This is an optimization exercise on Yosys and OpenROAD, whose aim is a short achievable clock period and few clock cycles per item, not a production implementation.
RTL that was checked went through simulation tests only; none was proved equivalent to the original.
Power and IR drop assume default switching activity.

==> v29 <==
## cpu_top
module cpu_top
(
    input  logic                   clk,
    input  logic                   rst_n,
    output logic                   io_stall,
    output logic                   imem_arvalid,
    output logic [32-1:0] imem_araddr,
    output logic                   imem_rready,
    input  logic                   imem_arready,
    input  logic                   imem_rvalid,
    input  logic [16-1:0] imem_rdata,
    output logic                   dmem_arvalid,
    output logic [32-1:0] dmem_araddr,
    output logic                   dmem_rready,
    input  logic                   dmem_arready,
    input  logic                   dmem_rvalid,
    input  logic [16-1:0] dmem_rdata,
    output logic                   dmem_awvalid,
    output logic [32-1:0] dmem_awaddr,
    output logic                   dmem_wvalid,
    output logic [16-1:0] dmem_wdata,
    output logic                   dmem_bready,
    input  logic                   dmem_awready,
    input  logic                   dmem_wready,
    input  logic                   dmem_bvalid
);
==> flow/config.mk <==
export PLATFORM = sky130hd
export DESIGN_NAME = cpu_top
export DESIGN_NICKNAME = cpu_top
export VERILOG_FILES = /design/flow/design.v
export SDC_FILE = /design/flow/constraint.sdc
export NUM_CORES = 4
export LEC_CHECK = 0
export CAP_MARGIN = 20
export CORE_MARGIN = 2
export CORE_UTILIZATION = 40
export SETUP_SLACK_MARGIN = 4.0
export SLEW_MARGIN = 20
==> flow/constraint.sdc <==
create_clock -name core_clock -period 7.0 [get_ports {clk}]
set_input_delay 1.4000 -clock core_clock [delete_from_list [all_inputs] [get_ports {clk}]]
set_output_delay 1.4000 -clock core_clock [all_outputs]
set_load 0.01 [all_outputs]
run.sh (not shown) runs the stock make flow with config.mk's settings and CLKGATE_MAP_FILE= SYNTH_SCRIPT=/design/flow/synth_recipe.tcl, a recipe that flattens the netlist after the stock synthesis.
==> inputs of v25, as changes to v29 <==
--- a/flow/design.v
+++ b/flow/design.v
@@ -125,27 +125,33 @@
     output logic        imem_rready,
     input  logic        imem_arready,
     input  logic        imem_rvalid,
     input  logic [15:0] imem_rdata,
     input  logic        d_stall,        
     input  logic        redirect,       
-    input  logic [11:0] redirect_pc,
     output logic        d_v,
     output logic [15:0] d_inst,
     output logic [11:0] d_pc,
-    output logic        d_pt            
+    output logic        d_pt,           
+    output logic [15:0] d_rs_oh,        
+    output logic [15:0] d_rt_oh
 );
     localparam int NE = 1 << IW;
     localparam int TW = 11 - IW;
     logic [NE-1:0]  c_val;
     logic [TW-1:0]  c_tag  [NE];
     logic [15:0]    c_inst [NE];
     logic [NE-1:0]  c_pt;
     logic [NE-1:0]  c_isj;
     logic [10:0]    c_tgt  [NE];        
     logic [11:0]    fpc;
+    logic [11:0]    d_alt;              
+    logic           x_hit;
+    logic [15:0]    x_inst;
+    logic           x_pt;
+    logic [11:0]    x_pc, x_next, x_alt;
     logic           resp_v;
     logic [10:0]    resp_a;
     logic [15:0]    resp_d;
     logic           ar_v;
     logic [10:0]    ar_a;
     logic [10:0]    spc;
@@ -186,29 +192,68 @@
             l_isj  = c_isj[fidx];
             l_tgt  = c_tgt[fidx];
         end
         if (l_pt) l_next = {l_tgt, l_isj ? l_inst[0] : fpc[0]};
         else      l_next = fpc + 12'd2;
     end
+    logic [11:0] l_alt;
+    assign l_alt = l_pt ? (fpc + 12'd2) : {l_tgt, fpc[0]};
+    logic [10:0]   aw;
+    logic [IW-1:0] aidx;
+    logic          a_hit;
+    logic [15:0]   a_inst;
+    logic          a_pt, a_isj;
+    logic [10:0]   a_tgt;
+    logic [11:0]   a_next, a_alt;
+    assign aw     = d_alt[11:1];
+    assign aidx   = aw[IW-1:0];
+    assign a_hit  = c_val[aidx] && (c_tag[aidx] == aw[10:IW]);
+    assign a_inst = c_inst[aidx];
+    assign a_pt   = c_pt[aidx];
+    assign a_isj  = c_isj[aidx];
+    assign a_tgt  = c_tgt[aidx];
+    assign a_next = a_pt ? {a_tgt, a_isj ? a_inst[0] : d_alt[0]} : (d_alt + 12'd2);
+    assign a_alt  = a_pt ? (d_alt + 12'd2) : {a_tgt, d_alt[0]};
+    always_ff @(posedge clk) begin
+        x_inst <= a_inst;
+        x_pt   <= a_pt;
+        x_pc   <= d_alt;
+        x_next <= a_next;
+        x_alt  <= a_alt;
+    end
+    always_ff @(posedge clk or negedge rst_n) begin
+        if (!rst_n) x_hit <= 1'b0;
+        else        x_hit <= a_hit;
+    end
     always_ff @(posedge clk or negedge rst_n) begin
         if (!rst_n) begin
             fpc <= '0;
             d_v <= 1'b0;
         end else if (redirect) begin
-            fpc <= redirect_pc;
-            d_v <= 1'b0;
+            fpc <= x_hit ? x_next : x_pc;
+            d_v <= x_hit;
         end else if (!d_stall) begin
             d_v <= hit;
             if (hit) fpc <= l_next;
         end
     end
     always_ff @(posedge clk) begin
-        if (!d_stall) begin
-            d_inst <= l_inst;
-            d_pc   <= fpc;
-            d_pt   <= l_pt;
+        if (redirect) begin
+            d_inst  <= x_inst;
+            d_pc    <= x_pc;
+            d_pt    <= x_pt;
+            d_alt   <= x_alt;
+            d_rs_oh <= 16'd1 << x_inst[12:9];
+            d_rt_oh <= 16'd1 << x_inst[8:5];
+        end else if (!d_stall) begin
+            d_inst  <= l_inst;
+            d_pc    <= fpc;
+            d_pt    <= l_pt;
+            d_alt   <= l_alt;
+            d_rs_oh <= 16'd1 << l_inst[12:9];
+            d_rt_oh <= 16'd1 << l_inst[8:5];
         end
     end
     logic [IW-1:0] ridx;
     assign ridx = resp_a[IW-1:0];
     always_ff @(posedge clk or negedge rst_n) begin
         if (!rst_n) begin
@@ -540,21 +585,20 @@
     input  logic                   dmem_awready,
     input  logic                   dmem_wready,
     input  logic                   dmem_bvalid
 );
     logic        d_v, d_pt, d_stall;
     logic [15:0] d_inst;
+    logic [15:0] d_rs_oh, d_rt_oh;
     logic [11:0] d_pc;
     logic        redirect;
-    logic [11:0] redirect_pc;
     logic [255:0] regs;
     logic        e_v;
     logic        e_walu, e_sub, e_slt, e_mul, e_beq, e_pt;
     logic [3:0]  e_rd;
     logic [15:0] e_a, e_b;
-    logic [11:0] e_fall, e_tgt;
     logic        m_v;
     logic [3:0]  m_rd;
     logic [15:0] m_s, m_c;
     logic [15:0] mul_res;
     logic        mu_accept, mu_complete, mu_a_v, mu_p_v;
     logic        ld_v, ld_kill, ld_ok;
@@ -566,14 +610,15 @@
     logic        fw_rs, fw_rt;  
     logic        hold;
     fetch_unit u_fetch (
         .clk(clk), .rst_n(rst_n),
         .imem_arvalid(imem_arvalid), .imem_araddr(imem_araddr), .imem_rready(imem_rready),
         .imem_arready(imem_arready), .imem_rvalid(imem_rvalid), .imem_rdata(imem_rdata),
-        .d_stall(d_stall), .redirect(redirect), .redirect_pc(redirect_pc),
-        .d_v(d_v), .d_inst(d_inst), .d_pc(d_pc), .d_pt(d_pt)
+        .d_stall(d_stall), .redirect(redirect),
+        .d_v(d_v), .d_inst(d_inst), .d_pc(d_pc), .d_pt(d_pt),
+        .d_rs_oh(d_rs_oh), .d_rt_oh(d_rt_oh)
     );
     logic [2:0]  op;
     logic [3:0]  rs, rt, rd, dst;
     logic        func;
     logic        uses_rs, uses_rt, writes;
     logic        i_ld, i_st, i_mem;
@@ -593,45 +638,57 @@
     assign dst     = i_ld ? rt : rd;
     assign ld_ok = ld_v && !ld_kill;
     always_comb begin
         pend = sb;
         if (ld_ok) pend[ld_rd] = 1'b0;
     end
+    logic [15:0] rf_rs, rf_rt;
+    logic        pend_rs, pend_rt;
+    always_comb begin
+        rf_rs = '0;
+        rf_rt = '0;
+        for (int i = 0; i < 16; i++) begin
+            rf_rs = rf_rs | (regs[16*i +: 16] & {16{d_rs_oh[i]}});
+            rf_rt = rf_rt | (regs[16*i +: 16] & {16{d_rt_oh[i]}});
+        end
+    end
+    assign pend_rs = |(pend & d_rs_oh);
+    assign pend_rt = |(pend & d_rt_oh);
     logic mulhaz_rs, mulhaz_rt;
     assign mulhaz_rs = e_v && e_mul && (e_rd == rs);
     assign mulhaz_rt = e_v && e_mul && (e_rd == rt);
     assign fw_rs  = lw_v && (lw_rd == rs) && dmem_rvalid;
     assign fw_rt  = lw_v && (lw_rd == rt) && dmem_rvalid;
     logic slthaz;
     assign slthaz = i_mem && e_v && e_slt && (e_rd == rs);
     assign hazard = slthaz ||
-                    (uses_rs && ((pend[rs] && !fw_rs) || mulhaz_rs)) ||
-                    (uses_rt && ((pend[rt] && !fw_rt) || mulhaz_rt));
+                    (uses_rs && ((pend_rs && !fw_rs) || mulhaz_rs)) ||
+                    (uses_rt && ((pend_rt && !fw_rt) || mulhaz_rt));
     assign d_ok    = !hazard && !hold && !(i_mem && !mu_accept);
     assign d_fire  = d_v && d_ok && !redirect;
     assign d_stall = d_v && !d_ok;
     logic [15:0] alu_res;
     logic [15:0] opa, opb;
     always_comb begin
         if (fw_rs)                        opa = dmem_rdata;
         else if (e_v && e_walu && e_rd == rs)  opa = alu_res;
         else if (m_v && m_rd == rs)       opa = mul_res;
         else if (ld_ok && ld_rd == rs)     opa = ld_data;
-        else                              opa = regs[16*rs +: 16];
+        else                              opa = rf_rs;
         if (fw_rt)                        opb = dmem_rdata;
         else if (e_v && e_walu && e_rd == rt)  opb = alu_res;
         else if (m_v && m_rd == rt)       opb = mul_res;
         else if (ld_ok && ld_rd == rt)     opb = ld_data;
-        else                              opb = regs[16*rt +: 16];
+        else                              opb = rf_rt;
     end
     logic [15:0] imm16;
     assign imm16 = {{11{d_inst[4]}}, d_inst[4:0]};
     logic [10:0] imm11, addr_in, addr_rf, addr_e, addr_m, daddr;
     logic [15:0] base_rf;
     assign imm11   = imm16[10:0];
-    assign base_rf = (ld_ok && ld_rd == rs) ? ld_data : regs[16*rs +: 16];
+    assign base_rf = (ld_ok && ld_rd == rs) ? ld_data : rf_rs;
     assign addr_in = dmem_rdata[10:0] + imm11;
     assign addr_rf = base_rf[10:0] + imm11;
     assign addr_e  = e_a[10:0] + (e_b[10:0] ^ {11{e_sub}}) + imm11 + {10'b0, e_sub};
     assign addr_m  = m_s[10:0] + m_c[10:0] + imm11;
     always_comb begin
         if (fw_rs)                            daddr = addr_in;
@@ -654,24 +711,21 @@
             e_mul  <= (op == 3'b001) && func;
             e_beq  <= (op == 3'b100);
             e_pt   <= d_pt;
             e_rd   <= dst;
             e_a    <= opa;
             e_b    <= opb;
-            e_fall <= d_pc + 12'd2;
-            e_tgt  <= d_pc + 12'd2 + {imm16[10:0], 1'b0};
         end
     end
     logic        eq;
     logic [15:0] mul_s, mul_c;
     execute_unit u_execute (
         .a(e_a), .b(e_b), .sub(e_sub), .slt(e_slt),
         .result(alu_res), .eq(eq), .mul_s(mul_s), .mul_c(mul_c)
     );
     assign redirect    = e_v && e_beq && (eq != e_pt);
-    assign redirect_pc = eq ? e_tgt : e_fall;
     always_ff @(posedge clk or negedge rst_n) begin
         if (!rst_n) begin
             m_v <= 1'b0;
         end else begin
             m_v <= e_v && e_mul;
         end
==> inputs of v24, as changes to v29 <==
--- a/flow/design.v
+++ b/flow/design.v
@@ -384,27 +384,26 @@
 module mem_unit
 (
     input  logic        clk,
     input  logic        rst_n,
     input  logic        req,            
     input  logic        req_st,
-    input  logic [10:0] req_addr,       
+    input  logic [10:0] req_base,       
+    input  logic [10:0] req_imm,
     input  logic [15:0] req_data,
     input  logic [3:0]  req_rd,
     input  logic        kill,           
     input  logic [3:0]  kill_rd,        
     output logic        accept,
     output logic        complete,       
     output logic        a_v,            
     output logic        p_v,            
     output logic        ld_v,
     output logic        ld_kill,
     output logic [3:0]  ld_rd,
     output logic [15:0] ld_data,
-    output logic        lw_v,
-    output logic [3:0]  lw_rd,
     output logic        dmem_arvalid,
     output logic [31:0] dmem_araddr,
     output logic        dmem_rready,
     input  logic        dmem_arready,
     input  logic        dmem_rvalid,
     input  logic [15:0] dmem_rdata,
@@ -418,41 +417,40 @@
     input  logic        dmem_bvalid
 );
     logic        a_st;
     logic        a_kill;
     logic [3:0]  a_rd;
     logic        ar_v, aw_v, w_v;
-    logic [10:0] a_addr;
+    logic [10:0] a_base, a_imm, a_addr;
     logic [15:0] a_data;
     logic        p_st;
     logic        p_kill;
     logic [3:0]  p_rd;
-    logic [10:0] p_addr;
+    logic [10:0] p_base, p_imm;
     logic [15:0] p_data;
     logic complete_ld, complete_st, afree;
     assign accept      = !p_v;
-    assign lw_v        = a_v && !a_st && !ar_v && !a_kill;
-    assign lw_rd       = a_rd;
     assign complete_ld = a_v && !a_st && !ar_v && dmem_rvalid;
     assign complete_st = a_v && a_st && !aw_v && !w_v && dmem_bvalid;
     assign complete    = complete_ld || complete_st;
     assign afree       = !a_v || complete;
     logic        a_kill_n, p_kill_n;
     assign a_kill_n = a_kill || (kill && (a_rd == kill_rd));
     assign p_kill_n = p_kill || (kill && (p_rd == kill_rd));
     logic        n_load;       
     logic        n_kill;
     logic        n_st;
     logic [3:0]  n_rd;
-    logic [10:0] n_addr;
+    logic [10:0] n_base, n_imm;
     logic [15:0] n_data;
     assign n_load = afree && (p_v || req);
     assign n_st   = p_v ? p_st   : req_st;
     assign n_kill = p_v ? p_kill_n : 1'b0;
     assign n_rd   = p_v ? p_rd   : req_rd;
-    assign n_addr = p_v ? p_addr : req_addr;
+    assign n_base = p_v ? p_base : req_base;
+    assign n_imm  = p_v ? p_imm  : req_imm;
     assign n_data = p_v ? p_data : req_data;
     always_ff @(posedge clk or negedge rst_n) begin
         if (!rst_n) begin
             a_v  <= 1'b0;
             a_st <= 1'b0;
             ar_v <= 1'b0;
@@ -486,26 +484,29 @@
             ld_v <= complete_ld;
         end
     end
     always_ff @(posedge clk) begin
         if (n_load) begin
             a_rd   <= n_rd;
-            a_addr <= n_addr;
+            a_base <= n_base;
+            a_imm  <= n_imm;
             a_data <= n_data;
         end
         if (req && accept && !afree) begin
             p_st   <= req_st;
             p_rd   <= req_rd;
-            p_addr <= req_addr;
+            p_base <= req_base;
+            p_imm  <= req_imm;
             p_data <= req_data;
         end
         if (complete_ld) begin
             ld_rd   <= a_rd;
             ld_data <= dmem_rdata;
         end
     end
+    assign a_addr = a_base + a_imm;
     assign dmem_arvalid = ar_v;
     assign dmem_araddr  = {20'h00001, a_addr, 1'b0};
     assign dmem_rready  = 1'b1;
     assign dmem_awvalid = aw_v;
     assign dmem_awaddr  = {20'h00001, a_addr, 1'b0};
     assign dmem_wvalid  = w_v;
@@ -558,15 +559,12 @@
     logic [15:0] mul_res;
     logic        mu_accept, mu_complete, mu_a_v, mu_p_v;
     logic        ld_v, ld_kill, ld_ok;
     logic [3:0]  ld_rd;
     logic [15:0] ld_data;
     logic [15:0] sb;            
-    logic        lw_v;          
-    logic [3:0]  lw_rd;
-    logic        fw_rs, fw_rt;  
     logic        hold;
     fetch_unit u_fetch (
         .clk(clk), .rst_n(rst_n),
         .imem_arvalid(imem_arvalid), .imem_araddr(imem_araddr), .imem_rready(imem_rready),
         .imem_arready(imem_arready), .imem_rvalid(imem_rvalid), .imem_rdata(imem_rdata),
         .d_stall(d_stall), .redirect(redirect), .redirect_pc(redirect_pc),
@@ -596,52 +594,31 @@
         pend = sb;
         if (ld_ok) pend[ld_rd] = 1'b0;
     end
     logic mulhaz_rs, mulhaz_rt;
     assign mulhaz_rs = e_v && e_mul && (e_rd == rs);
     assign mulhaz_rt = e_v && e_mul && (e_rd == rt);
-    assign fw_rs  = lw_v && (lw_rd == rs) && dmem_rvalid;
-    assign fw_rt  = lw_v && (lw_rd == rt) && dmem_rvalid;
-    logic slthaz;
-    assign slthaz = i_mem && e_v && e_slt && (e_rd == rs);
-    assign hazard = slthaz ||
-                    (uses_rs && ((pend[rs] && !fw_rs) || mulhaz_rs)) ||
-                    (uses_rt && ((pend[rt] && !fw_rt) || mulhaz_rt));
+    assign hazard = (uses_rs && (pend[rs] || mulhaz_rs)) ||
+                    (uses_rt && (pend[rt] || mulhaz_rt));
     assign d_ok    = !hazard && !hold && !(i_mem && !mu_accept);
     assign d_fire  = d_v && d_ok && !redirect;
     assign d_stall = d_v && !d_ok;
     logic [15:0] alu_res;
     logic [15:0] opa, opb;
     always_comb begin
-        if (fw_rs)                        opa = dmem_rdata;
-        else if (e_v && e_walu && e_rd == rs)  opa = alu_res;
+        if (e_v && e_walu && e_rd == rs)  opa = alu_res;
         else if (m_v && m_rd == rs)       opa = mul_res;
         else if (ld_ok && ld_rd == rs)     opa = ld_data;
         else                              opa = regs[16*rs +: 16];
-        if (fw_rt)                        opb = dmem_rdata;
-        else if (e_v && e_walu && e_rd == rt)  opb = alu_res;
+        if (e_v && e_walu && e_rd == rt)  opb = alu_res;
         else if (m_v && m_rd == rt)       opb = mul_res;
         else if (ld_ok && ld_rd == rt)     opb = ld_data;
         else                              opb = regs[16*rt +: 16];
     end
     logic [15:0] imm16;
     assign imm16 = {{11{d_inst[4]}}, d_inst[4:0]};
-    logic [10:0] imm11, addr_in, addr_rf, addr_e, addr_m, daddr;
-    logic [15:0] base_rf;
-    assign imm11   = imm16[10:0];
-    assign base_rf = (ld_ok && ld_rd == rs) ? ld_data : regs[16*rs +: 16];
-    assign addr_in = dmem_rdata[10:0] + imm11;
-    assign addr_rf = base_rf[10:0] + imm11;
-    assign addr_e  = e_a[10:0] + (e_b[10:0] ^ {11{e_sub}}) + imm11 + {10'b0, e_sub};
-    assign addr_m  = m_s[10:0] + m_c[10:0] + imm11;
-    always_comb begin
-        if (fw_rs)                            daddr = addr_in;
-        else if (e_v && e_walu && e_rd == rs) daddr = addr_e;
-        else if (m_v && m_rd == rs)           daddr = addr_m;
-        else                                  daddr = addr_rf;
-    end
     always_ff @(posedge clk or negedge rst_n) begin
         if (!rst_n) begin
             e_v <= 1'b0;
         end else begin
             e_v <= d_fire && !i_mem;
         end
@@ -700,17 +677,17 @@
                 else if (ld_ok && ld_rd == 4'(i))     sb[i] <= 1'b0;
             end
         end
     end
     mem_unit u_mem (
         .clk(clk), .rst_n(rst_n),
-        .req(d_fire && i_mem), .req_st(i_st), .req_addr(daddr),
+        .req(d_fire && i_mem), .req_st(i_st), .req_base(opa[10:0]), .req_imm(imm16[10:0]),
         .req_data(opb), .req_rd(rt),
         .kill(d_fire && writes), .kill_rd(dst),
         .accept(mu_accept), .complete(mu_complete), .a_v(mu_a_v), .p_v(mu_p_v),
-        .ld_v(ld_v), .ld_kill(ld_kill), .ld_rd(ld_rd), .ld_data(ld_data), .lw_v(lw_v), .lw_rd(lw_rd),
+        .ld_v(ld_v), .ld_kill(ld_kill), .ld_rd(ld_rd), .ld_data(ld_data),
         .dmem_arvalid(dmem_arvalid), .dmem_araddr(dmem_araddr), .dmem_rready(dmem_rready),
         .dmem_arready(dmem_arready), .dmem_rvalid(dmem_rvalid), .dmem_rdata(dmem_rdata),
         .dmem_awvalid(dmem_awvalid), .dmem_awaddr(dmem_awaddr), .dmem_wvalid(dmem_wvalid),
         .dmem_wdata(dmem_wdata), .dmem_bready(dmem_bready),
         .dmem_awready(dmem_awready), .dmem_wready(dmem_wready), .dmem_bvalid(dmem_bvalid)
     );
--- a/flow/config.mk
+++ b/flow/config.mk
@@ -5,8 +5,8 @@
 export SDC_FILE = /design/flow/constraint.sdc
 export NUM_CORES = 4
 export LEC_CHECK = 0
 export CAP_MARGIN = 20
 export CORE_MARGIN = 2
 export CORE_UTILIZATION = 40
-export SETUP_SLACK_MARGIN = 4.0
+export SETUP_SLACK_MARGIN = 3.5
 export SLEW_MARGIN = 20
==> qor summary <==
metric                                                                                      v25                          v29                        v24
Result of the run                                                                finished clean               finished clean             finished clean
Standard cell with the maximum stage delay on the critical path                           or4_4                       mux4_2                   edfxtp_1
Arrival time of data at the critical path endpoint                                      5.09 ns                      5.00 ns                    3.14 ns
Part of the total power dissipated in sequential elements                                 27.9%                        31.8%                      36.4%
Total of plain and repair buffers excluding clock buffers                                   893                          795                        591
Number of combinational gates with multiple inputs                                         5083                         4184                       3712
Die boundary height                                                                    502.1 um                     475.2 um                   468.8 um
Number of buffers and inverters on the critical path                                          2                            5                          3
GRT Resource Usage Total                                                                 29.17%                       26.91%                     25.11%
Transition time of the tightest slew-check pin                                         1.368 ns                     1.228 ns                   1.237 ns
Met3 Wirelength                                                                        42.57 mm                     30.16 mm                   25.41 mm
Via density per instance                                                                  6.491                        6.181                      6.140
Multi-input combinational cell area                                                  49210 um^2                   40890 um^2                 36880 um^2
Net switching fraction of the power                                                      39.63%                       37.49%                     35.89%
Layout Skew                                                                           0.1040 ns                   0.04850 ns                 0.07632 ns
Internal Power                                                                        0.03524 W                    0.02899 W                  0.02557 W
Fraction of cell area in non-clock buffers                                               8.160%                       8.421%                     6.290%
Total net switching power                                                             0.02313 W                    0.01739 W                  0.01431 W
Count of vias placed by the detailed router                                               76000                        63360                      57921
Share of flip-flops with an asynchronous set or reset after synthesis                    20.50%                       21.22%                     21.09%
Headroom to the max-slew limit                                                           8.546%                       18.12%                     16.92%
Number of antenna violations at the first check in global routing                             8                            7                          5
First-pass detailed-route iteration total                                                    10                            8                          6
Number of cells produced by synthesis                                                      7732                         6631                       6092
Critical path origin                                                   u_mem.ld_rd[2]$_DFFE_PP_  u_fetch.d_inst[9]$_DFFE_PN_  u_mem.a_base[0]$_DFFE_PP_
Antenna diodes                                                                                6                            4                          4
Stages on worst setup path                                                                   16                           19                         15
Testbench counts of v25, summed over its fixed seeds: cycles 28,048, instructions 24,000.
Only the layout flow was run in v29 and v24; the RTL was not checked for function there.

what the ideal ports hide:
No port has a modelled driver above. Below, the same layouts with a new extraction and two added sets of constraints. Step 1 sets driving cells, clkbuf_16 on the clock port and buf_2 on the other inputs (assumed; they add their load-dependent delay and slew). Step 2 times the ports against the registers' clock, not the clock port: input delays grow and output delays shrink by t, the midpoint of the rising clock arrivals with the driver on. a / b / c = ideal / step 1 / step 2; a / b = the first two.
run | t, ns | setup WS [ns] | worst setup path at the end | worst register clock-pin slew, ns
v29 | 0.923 | 2.581 / 2.581 / 1.984 | input to register | 0.07 / 0.07
v25 | 0.948 | 2.708 / 2.708 / 2.034 | input to register | 0.07 / 0.07
v24 | 0.924 | 2.463 / 2.376 / 2.117 | input to register | 0.07 / 0.07
After both steps every run listed still meets setup and hold. The setup slack of v25, which loses most, moves by 0.000 ns with the drivers and by -0.674 ns with both steps.
